What follows belongs to an exercise in optimizing a design on an open flow for small area, a short achievable clock period and few clock cycles per item; a production flow would make more cautious choices. In this exercise RTL edits were held to simulation tests only and were not proved equivalent to the original.

Design heater_pid_duty_control_unit, start of the top module:
module heater_pid_duty_control_unit (
    input  logic                                 clk,
    input  logic                                 rst_n,
    input  logic                                 cfg_we,
    input  logic [hpdc_pkg::CFG_ADDR_W-1:0]      cfg_addr,
    input  logic [hpdc_pkg::CFG_DATA_W-1:0]      cfg_wdata,
    input  logic                                 s_tvalid,
    output logic                                 s_tready,
    input  logic [hpdc_pkg::IN_DATA_W-1:0]       s_tdata,
    output logic                                 m_tvalid,
    input  logic                                 m_tready,
    output logic [hpdc_pkg::OUT_DATA_W-1:0]      m_tdata
);
    logic [11:0] target_reg;
    logic        target_on_reg;
    logic [6:0]  floor_reg, ceil_reg;
    logic [11:0] below_reg, above_reg;
    logic [15:0] kp_reg, kd_reg;
    logic [8:0]  bi_one, bi_two, bi_neg;
    logic [15:7] ki_ge;    
    function automatic logic [26:0] booth_enc(input logic [15:0] g);
        logic [18:0] gx;
        logic [8:0] one, two, neg;
        gx = {2'b00, g, 1'b0};
        for (int j = 0; j < 9; j++)
        begin
            one[j] = gx[2*j+1] ^ gx[2*j];
            two[j] = (gx[2*j+2] & ~gx[2*j+1] & ~gx[2*j]) | (~gx[2*j+2] & gx[2*j+1] & gx[2*j]);
  ...
Size: roughly 3,400 cells after synthesis, ~58 I/O pins, roughly 34,000 µm² of cells after synthesis.
==> flow/config.mk <==
export PLATFORM = sky130hd
export DESIGN_NAME = heater_pid_duty_control_unit
export DESIGN_NICKNAME = heater_pid_duty_control_unit
export VERILOG_FILES = /design/flow/design.v
export SDC_FILE = /design/flow/constraint.sdc
export NUM_CORES = 4
export LEC_CHECK = 0
export CAP_MARGIN = 20
export CORE_MARGIN = 2
export CORE_UTILIZATION = 50
export CTS_CLUSTER_DIAMETER = 100
export CTS_CLUSTER_SIZE = 24
export SLEW_MARGIN = 20
==> flow/constraint.sdc <==
create_clock -name core_clock -period 19.0 [get_ports {clk}]
set_input_delay 3.8000 -clock core_clock [delete_from_list [all_inputs] [get_ports {clk}]]
set_output_delay 3.8000 -clock core_clock [all_outputs]
set_load 0.01 [all_outputs]
standard.sh (not shown) runs the stock make flow with config.mk's settings and CLKGATE_MAP_FILE= SYNTH_SCRIPT=/design/flow/synth_recipe.tcl, a recipe that flattens the netlist after the stock synthesis.
==> flow/flow/run.sh <==
#!/bin/bash
# Layout: the standard flow (standard.sh: the standard flow's synthesis and ORFS from floorplan to
# finish, at the design's clock period and constraints), with two changes in how the layout is
# made: the port buffers are buf_4 cells instead of the default delay-buffer choice, and the
# resizer's timing repair aims for 14 ns of setup slack at the 19 ns clock, so that it sizes the
# slowest paths as for a 5 ns clock. make's full output goes to standard.log; each ORFS step
# keeps its own log under orfs/logs/.
export BUFFER_PORTS_ARGS="-buffer_cell sky130_fd_sc_hd__buf_4"
export SETUP_SLACK_MARGIN=14.0
bash standard.sh > standard.log 2>&1
Testbench counts at the start, summed over its fixed seeds: cycles 24,040, items 24,000.
Then changed:
==> flow/flow/run.sh (replaced) <==
#!/bin/bash
# Layout: the standard flow (standard.sh: the standard flow's synthesis and ORFS from floorplan to
# finish, at the design's clock period and constraints), with three changes in how the layout
# is made:
# - synthesis skips Yosys's early "abc -fast" (SYNTH_ARGS=-noabc), so that the full adders of
#   the generated adder tree are extracted as written, without polarity inverters between them
#   (the registers are the same as the standard synthesis's);
# - the port buffers are buf_4 cells instead of the default delay-buffer choice;
# - the resizer's timing repair aims for 14 ns of setup slack at the 19 ns clock, so that it
#   sizes the slowest paths as for a 5 ns clock.
# make's full output goes to standard.log; each ORFS step keeps its own log under orfs/logs/.
export SYNTH_ARGS="-noabc"
export BUFFER_PORTS_ARGS="-buffer_cell sky130_fd_sc_hd__buf_4"
export SETUP_SLACK_MARGIN=14.0
bash standard.sh > standard.log 2>&1
Settings changed: CORE_UTILIZATION 50 to 40.
=> The changed run ran to the end with no violations; via count went down by 6.0%; register-to-register slack is better by 0.08 ns; clock skew went down by 0.018 ns; worst setup slack gets better by 0.061 ns; utilization came out lower by 11 points; hold slack degrades by 0.0044 ns.

==> afterwards: timing with drivers on the ports <==
The results above use ideal ports. As a check the final layouts listed here were re-extracted and re-timed, cells and wires unchanged. Step 1 sets driving cells, clkbuf_16 on the clock port and buf_2 on the other inputs (assumed; they add their load-dependent delay and slew). Step 2 adds t to the input delays and takes it off the output delays; t is the mean of the earliest and latest rising clock arrival at the registers after step 1. Input paths then give back, and output paths get back, about the clock's delay inside the block. a / b / c = ideal ports / drivers / drivers and shift; a / b = the first two.
run	shift t [ns]	setup slack, ns	worst setup path after step 2	worst slew at a driven data input, ns
the first run	0.629	14.013 / 13.996 / 13.652	input to register	0.04
the second run	0.627	14.074 / 14.013 / 13.504	input to register	0.06
After both steps setup and hold are still met in every run listed. The setup slack of the second run, which loses most, moves by -0.061 ns with the drivers and by -0.570 ns with both steps.
